Background: an optimization exercise with open tools, aiming at small area, a short achievable clock period and few clock cycles per item. Do not read the settings as production practice. In this exercise RTL edits were held to simulation tests only and were not proved equivalent to the original. Power is estimated from default activity; no workload was simulated.

`design/flow/design.v`:
```
package go_pkg;
    localparam logic [1:0] CELL_EMPTY = 2'b00;
    localparam logic [1:0] CELL_BLACK = 2'b01;
    localparam logic [1:0] CELL_WHITE = 2'b10;
    localparam int COORD_W = 4;
    localparam int MOVE_W  = 2 * COORD_W;
    localparam int CAPT_W  = 8;
endpackage
import go_pkg::*;
module pruner
#(
    parameter int BOARD_DIM = 9
)
(
    input  logic       clk_in,
    input  logic       rst_in,
    input  logic       start_flag,
    input  logic [1:0] prune_color,
    input  logic [BOARD_DIM-1:0][BOARD_DIM-1:0][1:0] board_in,
    output logic [BOARD_DIM-1:0][BOARD_DIM-1:0][1:0] pruned_board,
    output logic       done_pulse
);
    localparam int STEP_W = $clog2(BOARD_DIM * BOARD_DIM + 1);
    logic [BOARD_DIM-1:0][BOARD_DIM-1:0][1:0]        work;
    logic [BOARD_DIM-1:0][BOARD_DIM-1:0]              alive;
    logic [BOARD_DIM-1:0][BOARD_DIM-1:0]              seed;
    logic [BOARD_DIM-1:0][BOARD_DIM-1:0]              grown;
    logic [1:0]        color_q;
    logic              running;
    logic              grew;
    logic [STEP_W-1:0] step_cnt;
    always_comb
    begin
        grew = 1'b0;
        for (int r = 0; r < BOARD_DIM; r++)
        begin
            for (int c = 0; c < BOARD_DIM; c++)
            begin
                int up;
                int dn;
                int lf;
                int rt;
                up = (r > 0) ? r - 1 : r;
                dn = (r < BOARD_DIM - 1) ? r + 1 : r;
                lf = (c > 0) ? c - 1 : c;
                rt = (c < BOARD_DIM - 1) ? c + 1 : c;
                seed[r][c] = (board_in[r][c] == prune_color) &&
                             ((board_in[up][c] == CELL_EMPTY) ||
                              (board_in[dn][c] == CELL_EMPTY) ||
                              (board_in[r][lf] == CELL_EMPTY) ||
                              (board_in[r][rt] == CELL_EMPTY));
                grown[r][c] = alive[r][c] ||
                              ((work[r][c] == color_q) &&
                               (alive[up][c] || alive[dn][c] ||
                                alive[r][lf] || alive[r][rt]));
                if (grown[r][c] && !alive[r][c])
                    grew = 1'b1;
            end
        end
    end
    always_ff @(posedge clk_in)
    begin
        if (rst_in)
        begin
            running    <= 1'b0;
            done_pulse <= 1'b0;
            step_cnt   <= '0;
        end
        else
        begin
            done_pulse <= 1'b0;
            if (!running)
            begin
                if (start_flag)
                begin
                    running  <= 1'b1;
                    step_cnt <= '0;
                end
            end
            else if (grew)
                step_cnt <= step_cnt + 1'b1;
            else
            begin
                running    <= 1'b0;
                done_pulse <= 1'b1;
            end
        end
    end
    always_ff @(posedge clk_in)
    begin
        if (!running && start_flag)
        begin
            work    <= board_in;
            alive   <= seed;
            color_q <= prune_color;
        end
        else if (running)
        begin
            alive <= grown;
            if (!grew)
            begin
                for (int r = 0; r < BOARD_DIM; r++)
                begin
                    for (int c = 0; c < BOARD_DIM; c++)
                    begin
                        pruned_board[r][c] <= (work[r][c] == color_q && !alive[r][c]) ?
                                              CELL_EMPTY : work[r][c];
                    end
                end
            end
        end
    end
endmodule
import go_pkg::*;
module board_updater
#(
    parameter int BOARD_DIM = 9
)
(
    input  logic              clk_in,
    input  logic              rst_in,
    input  logic              start_flag,
    input  logic [BOARD_DIM-1:0][BOARD_DIM-1:0][1:0]        board_bus,
    input  logic              turn,
    input  logic [MOVE_W-1:0] move_in,
    output logic [BOARD_DIM-1:0][BOARD_DIM-1:0][1:0]        next_board,
    output logic              board_ready
);
    localparam logic [7:0] WAITING       = 8'b0000_0001;
    localparam logic [7:0] LOAD_BOARD    = 8'b0000_0010;
    localparam logic [7:0] LOAD_MOVE     = 8'b0000_0100;
    localparam logic [7:0] PULSE_PRUNE_1 = 8'b0000_1000;
    localparam logic [7:0] PRUNE_1       = 8'b0001_0000;
    localparam logic [7:0] PULSE_PRUNE_2 = 8'b0010_0000;
    localparam logic [7:0] PRUNE_2       = 8'b0100_0000;
    localparam logic [7:0] SET_READY     = 8'b1000_0000;
    logic [7:0]         state;
    logic [BOARD_DIM-1:0][BOARD_DIM-1:0][1:0]         pruned_board;
    logic [1:0]         prune_color;
    logic               prune_pulse;
    logic               pruned;
    logic [COORD_W-1:0] row;
    logic [COORD_W-1:0] col;
    assign row = move_in[COORD_W +: COORD_W];
    assign col = move_in[COORD_W-1:0];
    pruner #(
        .BOARD_DIM   (BOARD_DIM)
    ) u_pruner (
        .clk_in      (clk_in),
        .rst_in      (rst_in),
        .start_flag  (prune_pulse),
        .prune_color (prune_color),
        .board_in    (next_board),
        .pruned_board(pruned_board),
        .done_pulse  (pruned)
    );
    always_ff @(posedge clk_in)
    begin
        if (rst_in)
        begin
            state       <= WAITING;
            board_ready <= 1'b0;
            prune_pulse <= 1'b0;
        end
        else
        begin
            board_ready <= 1'b0;
            prune_pulse <= 1'b0;
            case (state)
                WAITING:
                begin
                    if (start_flag)
                        state <= LOAD_BOARD;
                end
                LOAD_BOARD:
                begin
                    next_board <= board_bus;
                    state      <= LOAD_MOVE;
                end
                LOAD_MOVE:
                begin
                    next_board[row][col] <= {turn, ~turn};
                    prune_color          <= {~turn, turn};
                    state                <= PULSE_PRUNE_1;
                end
                PULSE_PRUNE_1:
                begin
                    prune_pulse <= 1'b1;
                    state       <= PRUNE_1;
                end
                PRUNE_1:
                begin
                    if (pruned)
                    begin
                        prune_color <= {turn, ~turn};
                        state       <= PULSE_PRUNE_2;
                    end
                end
                PULSE_PRUNE_2:
                begin
                    next_board  <= pruned_board;
                    prune_pulse <= 1'b1;
                    state       <= PRUNE_2;
                end
                PRUNE_2:
                begin
                    if (pruned)
                        state <= SET_READY;
                end
                SET_READY:
                begin
                    next_board  <= pruned_board;
                    board_ready <= 1'b1;
                    state       <= WAITING;
                end
                default:
                begin
                    state <= WAITING;
                end
            endcase
        end
    end
endmodule
import go_pkg::*;
module game_keeper
#(
    parameter int BOARD_DIM = 9
)
(
    input  logic              clk_in,
    input  logic              rst_in,
    input  logic              move_strobe,
    input  logic [MOVE_W-1:0] move_in,
    input  logic [BOARD_DIM-1:0][BOARD_DIM-1:0][1:0]        next_board,
    input  logic              board_ready,
    output logic [BOARD_DIM-1:0][BOARD_DIM-1:0][1:0]        board_bus,
    output logic              turn,
    output logic [MOVE_W-1:0] move_reg,
    output logic              start_flag,
    output logic              busy,
    output logic              move_done,
    output logic              move_rejected,
    output logic [CAPT_W-1:0] black_captures,
    output logic [CAPT_W-1:0] white_captures
);
    localparam int CNT_W = $clog2(BOARD_DIM * BOARD_DIM + 2);
    logic [COORD_W-1:0] row;
    logic [COORD_W-1:0] col;
    logic               in_range;
    logic               target_empty;
    logic               legal;
    logic [CNT_W-1:0]   old_black;
    logic [CNT_W-1:0]   old_white;
    logic [CNT_W-1:0]   new_black;
    logic [CNT_W-1:0]   new_white;
    logic [CNT_W-1:0]   black_gain;
    logic [CNT_W-1:0]   white_gain;
    logic [CAPT_W:0]    black_sum;
    logic [CAPT_W:0]    white_sum;
    always_comb
    begin
        row          = move_in[COORD_W +: COORD_W];
        col          = move_in[COORD_W-1:0];
        in_range     = (row < BOARD_DIM) && (col < BOARD_DIM);
        target_empty = 1'b0;
        if (in_range)
            target_empty = (board_bus[row][col] == CELL_EMPTY);
        legal = in_range && target_empty && !busy;
    end
    always_comb
    begin
        old_black = '0;
        old_white = '0;
        new_black = '0;
        new_white = '0;
        for (int r = 0; r < BOARD_DIM; r++)
        begin
            for (int c = 0; c < BOARD_DIM; c++)
            begin
                old_black = old_black + CNT_W'(board_bus[r][c] == CELL_BLACK);
                old_white = old_white + CNT_W'(board_bus[r][c] == CELL_WHITE);
                new_black = new_black + CNT_W'(next_board[r][c] == CELL_BLACK);
                new_white = new_white + CNT_W'(next_board[r][c] == CELL_WHITE);
            end
        end
    end
    always_comb
    begin
        if (turn)
        begin
            white_gain = old_black - new_black;
            black_gain = old_white + CNT_W'(1) - new_white;
        end
        else
        begin
            black_gain = old_white - new_white;
            white_gain = old_black + CNT_W'(1) - new_black;
        end
        black_sum = {1'b0, black_captures} + (CAPT_W+1)'(black_gain);
        white_sum = {1'b0, white_captures} + (CAPT_W+1)'(white_gain);
    end
    always_ff @(posedge clk_in)
    begin
        if (rst_in)
        begin
            for (int r = 0; r < BOARD_DIM; r++)
            begin
                for (int c = 0; c < BOARD_DIM; c++)
                    board_bus[r][c] <= CELL_EMPTY;
            end
            turn           <= 1'b0;
            start_flag     <= 1'b0;
            busy           <= 1'b0;
            move_done      <= 1'b0;
            move_rejected  <= 1'b0;
            black_captures <= '0;
            white_captures <= '0;
        end
        else
        begin
            start_flag    <= 1'b0;
            move_done     <= 1'b0;
            move_rejected <= 1'b0;
            if (move_strobe)
            begin
                if (legal)
                begin
                    move_reg   <= move_in;
                    start_flag <= 1'b1;
                    busy       <= 1'b1;
                end
                else
                    move_rejected <= 1'b1;
            end
            if (board_ready)
            begin
                board_bus      <= next_board;
                turn           <= ~turn;
                black_captures <= black_sum[CAPT_W] ? '1 : black_sum[CAPT_W-1:0];
                white_captures <= white_sum[CAPT_W] ? '1 : white_sum[CAPT_W-1:0];
                busy           <= 1'b0;
                move_done      <= 1'b1;
            end
        end
    end
endmodule
import go_pkg::*;
module go_board_top
#(
    parameter int BOARD_DIM = 9
)
(
    input  logic              clk_in,
    input  logic              rst_in,
    input  logic              move_strobe,
    input  logic [MOVE_W-1:0] move_in,
    output logic [2*BOARD_DIM*BOARD_DIM-1:0] board_out,
    output logic              turn,
    output logic              busy,
    output logic              move_done,
    output logic              move_rejected,
    output logic [CAPT_W-1:0] black_captures,
    output logic [CAPT_W-1:0] white_captures
);
    logic [BOARD_DIM-1:0][BOARD_DIM-1:0][1:0] next_board;
    logic [BOARD_DIM-1:0][BOARD_DIM-1:0][1:0] board_q;
    assign board_out = board_q;
    logic [MOVE_W-1:0] move_reg;
    logic              start_flag;
    logic              board_ready;
    game_keeper #(
        .BOARD_DIM     (BOARD_DIM)
    ) u_game_keeper (
        .clk_in        (clk_in),
        .rst_in        (rst_in),
        .move_strobe   (move_strobe),
        .move_in       (move_in),
        .next_board    (next_board),
        .board_ready   (board_ready),
        .board_bus     (board_q),
        .turn          (turn),
        .move_reg      (move_reg),
        .start_flag    (start_flag),
        .busy          (busy),
        .move_done     (move_done),
        .move_rejected (move_rejected),
        .black_captures(black_captures),
        .white_captures(white_captures)
    );
    board_updater #(
        .BOARD_DIM  (BOARD_DIM)
    ) u_board_updater (
        .clk_in     (clk_in),
        .rst_in     (rst_in),
        .start_flag (start_flag),
        .board_bus  (board_q),
        .turn       (turn),
        .move_in    (move_reg),
        .next_board (next_board),
        .board_ready(board_ready)
    );
endmodule
```
`design/flow/run.sh`:
```
#!/bin/bash
# synth_recipe.tcl (not shown) runs the flow's synth.tcl, then flattens the netlist and writes it again
# the make line also repeats each setting of config.mk as NAME=value (left out here)
make -C /OpenROAD-flow-scripts/flow DESIGN_CONFIG=/design/flow/config.mk WORK_HOME=/design/flow/orfs CLKGATE_MAP_FILE= SYNTH_SCRIPT=/design/flow/synth_recipe.tcl finish
```
`design/flow/config.mk`:
```
export PLATFORM = sky130hd
export DESIGN_NAME = go_board_top
export DESIGN_NICKNAME = go_board_top
export VERILOG_FILES = /design/flow/design.v
export SDC_FILE = /design/flow/constraint.sdc
export NUM_CORES = 4
export LEC_CHECK = 0
export CAP_MARGIN = 20
export CORE_MARGIN = 2
export CORE_UTILIZATION = 40
export SLEW_MARGIN = 20
```
`design/flow/constraint.sdc`:
```
create_clock -name core_clock -period 11.0 [get_ports {clk_in}]
set_input_delay 2.2000 -clock core_clock [delete_from_list [all_inputs] [get_ports {clk_in}]]
set_output_delay 2.2000 -clock core_clock [all_outputs]
set_load 0.01 [all_outputs]
```
==> PnR_summary.wiki <==
{| class="wikitable"
! Metric !! Value
|-
| Most used routing layer || met2
|-
| Num ports || 193
|-
| Total global routing track utilization || 34.44%
|-
| Path type of the worst setup path || reg2reg
|-
| Std cell rows || 131
|-
| Slowest stage cell on the critical path || sky130_fd_sc_hd__fa_1
|-
| Detailed placement HPWL || 169700 um
|-
| Critical-path maximum fanout || 8
|-
| Required time at the endpoint of the critical path || 11580 ps
|-
| Filler instances || 12030
|-
| Comb power frac || 7.6%
|-
| Met1 Use GR || 45.73%
|-
| Routed vias/inst || 6.245
|-
| Worst hold path class || reg2reg
|-
| Number of cells on the worst reg-to-reg path || 29
|-
| Mean instance size in the synthesized netlist || 10.47 um^2
|-
| Clock network fraction of design power || 46.6%
|-
| Violation count after the first detailed-route iteration || 6212
|-
| Die Footprint || 130800 um^2
|-
| Peak supply drop || 0.1190 mV
|-
| Number of setup buffers added after CTS || 0
|-
| Portion of the clock cycle consumed by the worst path in the final layout || 85.52%
|-
| Result of the run || timing/DRC/antenna clean
|-
| Smallest hold slack || 518.9 ps
|-
| Sequential share of power || 45.8%
|-
| Clock transition at the registers of the reported paths || 70 ps
|-
| TritonCTS buffer count || 87
|-
| Synthesized area || 51190 um^2
|-
| Min Clock Period, post-route || 9408 ps
|-
| Number of nets with antenna violations after routing || 0
|-
| Final sum of negative setup slack || 0 ps
|-
| Static power due to leakage || 20.69 nW
|-
| Leading cell type in the layout, fill and taps excluded || sky130_fd_sc_hd__edfxtp_1
|-
| Portion of the post-synthesis area used by sequential elements || 41.59%
|-
| Number of global-route vias before repair || 40180
|-
| Highest clock frequency the design can meet || 106.3 MHz
|-
| Final Slew Violations || 0
|-
| # port buffers || 192
|-
| Die extent in x || 361.7 um
|-
| Maximum number of pins on one net before global-route repair || 166
|-
| Internal cell power || 5.069 mW
|-
| Number of instances in the synthesized netlist || 4889
|-
| Fraction of met2 tracks used by global routing || 49.10%
|-
| Number of nets in the layout || 5425
|-
| Total wire length after detailed routing || 229600 um
|-
| Measured slew at the worst slew-check pin || 1300 ps
|-
| Yosys warns || 3
|-
| Number of vias in the routed layout || 42080
|-
| Clock sink count || 774
|-
| Post-route total power || 6.776 mW
|-
| Maximum clock insertion buffer count || 3
|-
| Most frequently used flop master after synthesis || sky130_fd_sc_hd__edfxtp_1
|-
| Seq cells post-synth || 774
|-
| Level count of the clock H-tree || 3
|-
| Die Height || 361.7 um
|-
| Asr flop ratio synth || 0%
|-
| Max_cap viols || 0
|-
| Most used cells in the layout excluding fill and tap cells || sky130_fd_sc_hd__edfxtp_1, sky130_fd_sc_hd__nor2_1, sky130_fd_sc_hd__inv_1
|-
| Worst Hold Path Cells || 2
|-
| Root buf cell || sky130_fd_sc_hd__clkbuf_16
|-
| First drt pass iteration count || 6
|-
| Most common cell on crit path || sky130_fd_sc_hd__fa_1
|-
| Number of flops mapped to enable cells by yosys || 579
|-
| DRC violation count after routing || 0
|-
| Number of distinct library cells after synthesis || 85
|-
| Number of hold-slack violations in the final timing report || 0
|-
| RSZ-0062 raised after global routing || no
|-
| Wire length of the first global-routing pass || 317700 um
|-
| Synthesized Nets || 5318
|-
| Starting utilization of the core area || 40.19%
|-
| Startpoint type of the worst setup path || flip-flop
|-
| CTS tree || done
|-
| Fraction of final layout cells sized beyond drive strength 1 || 5.502%
|-
| Wire per inst || 34.07 um
|-
| Final-report setup violation count || 0
|-
| Number of antenna violations at the first check in global routing || 9
|-
| Setup crit end kind || flip-flop
|-
| Share of total power consumed by net switching || 25.18%
|-
| Peak per-stage delay on the critical path || 740 ps
|-
| Final Wtd Congestion || 1.017
|-
| Clk Latency, worst-skew pair || 730 ps
|-
| CORE AREA || 127400 um^2
|-
| Data arrival time of the critical path || 9990 ps
|-
| Switching power || 1.706 mW
|-
| Total gr overflow || 0
|-
| Number of instances resized during post-cts repair || 0
|-
| Synth-to-layout area growth || 13.46%
|-
| PwrDens || 116.7 nW/um^2
|-
| Relative slew margins || 13.24%
|-
| Worst Skew || 39.16 ps
|-
| Hold buffers post-CTS || 0
|-
| Final core utilization || 45.60%
|-
| Met3 Use GR || 9.076%
|}
-- path summary, 6_finish.rpt --
path	slack [ps]	end	start
setup / recovery	1590	u_game_keeper.black_captures[2]	u_board_updater.next_board[50]
hold / removal	520	u_game_keeper.white_captures[7]	u_game_keeper.white_captures[7]
hold reg to reg	520	u_game_keeper.white_captures[7]	u_game_keeper.white_captures[7]
setup reg to reg	1590	u_game_keeper.black_captures[2]	u_board_updater.next_board[50]
-- cell type report --
type | count | area, um^2 | area share [%]
multi-input cells | 3488 | 27670 | 47.65
flip-flops and latches | 774 | 21300 | 36.67
repair buffers | 273 | 2610 | 4.494
clock buffers | 115 | 2405 | 4.141
well taps | 1662 | 2079 | 3.581
inverters | 372 | 1401 | 2.413
clock inverters | 49 | 598.1 | 1.030
diodes | 5 | 12.51 | 0.02154
-- stage by stage --
stage | instances | instance area (um^2) | setup slack (ps)
floorplan | 4889 | 51190 | 2631
global placement | 6565 | 54990 | 1712
detailed placement | 6568 | 55030 | 1641
CTS | 6732 | 58040 | 1664
global route | 6735 | 58070 | 1191
finish | 6738 | 58080 | 1592
-- Yosys cell counts (all sizes together) (34+ instances only) --
library cell / n / area, um^2
clkbuf: 174 / 655.6
nor4: 72 / 469.2
nor2b: 202 / 1264
and3: 60 / 375.4
nand2: 147 / 551.8
xnor2: 276 / 2440
a21oi: 153 / 769.5
mux2i: 277 / 2773
ha: 124 / 1551
o22ai: 66 / 412.9
buf: 81 / 362.9
fa: 294 / 5886
a31oi: 42 / 262.8
inv: 371 / 1393
edfxtp: 579 / 17390
nand2b: 233 / 1458
nand4: 35 / 219.0
nor3: 159 / 810.8
a22oi: 119 / 893.4
nand3: 95 / 475.5
xor2: 87 / 762.0
o21ai: 208 / 1041
o211ai: 84 / 630.6
nor2: 419 / 1573
dfxtp: 195 / 3904
o2111ai: 34 / 297.8
o31a: 58 / 508.0
-- critical path, delay by kind of cell (launching register included) --
family | cells | cell delay [ps]
flops | 1 | 600
compound gates | 5 | 1000
xor+xnor | 1 | 220
buf+inv | 4 | 310
simple gates | 6 | 990
fa+ha+maj | 13 | 6140
-- layer usage --
layer | share of wire [%] | wire [um]
met1 | 38 | 88340
met2 | 41 | 95240
met3 | 12 | 27340
met4 | 8.1 | 18580
met5 | 0.021 | 48
-- cells by family (layout without fill, tap and decap cells) --
kind of cell               after synthesis  count (layout)  synth area share, %
adders and majority gates              418             418                14.53
muxes                                  284             284                5.615
xor gates and xnor gates               364             364                6.299
other                                    0               5                    0
AOI/OAI and AO/OA                      942             942                12.40
DFF                                    774             774                41.59
and+or+nand+nor                       1480            1480                14.85
buffers and inverters                  627             809                4.718
-- power by group through the flow --
stage | logic [mW] | registers (mW) | clock network [mW]
global route | 0.536 | 3.10 | 3.27
finish | 0.513 | 3.10 | 3.16
floorplan | 0.297 | 3.16 | 0
detailed placement | 0.489 | 3.17 | 0
global placement | 0.484 | 3.17 | 0
CTS | 0.492 | 3.10 | 3.16
Testbench counts, summed over its fixed seeds: cycles 48,945, moves 2,387.

-- static timing again, ports no longer ideal --
The results above use ideal ports. As a check the final layout listed here was re-extracted and re-timed, cells and wires unchanged. Step 1, drivers: a clkbuf_16 drives clk_in and a buf_2 each remaining input, both assumed. Step 2 times the ports against the registers' clock, not the clock port: input delays grow and output delays shrink by t, the midpoint of the rising clock arrivals with the driver on. Slacks: ideal / step 1 / step 2; pairs: ideal / step 1.
t, ns: 0.787
slack for setup (ns): 1.592 / 1.592 / 1.592
worst setup path at the end: register to register
After both steps this run still meets setup and hold. For this run, drivers alone change the setup slack by 0.000 ns; drivers and shift together by 0.000 ns.
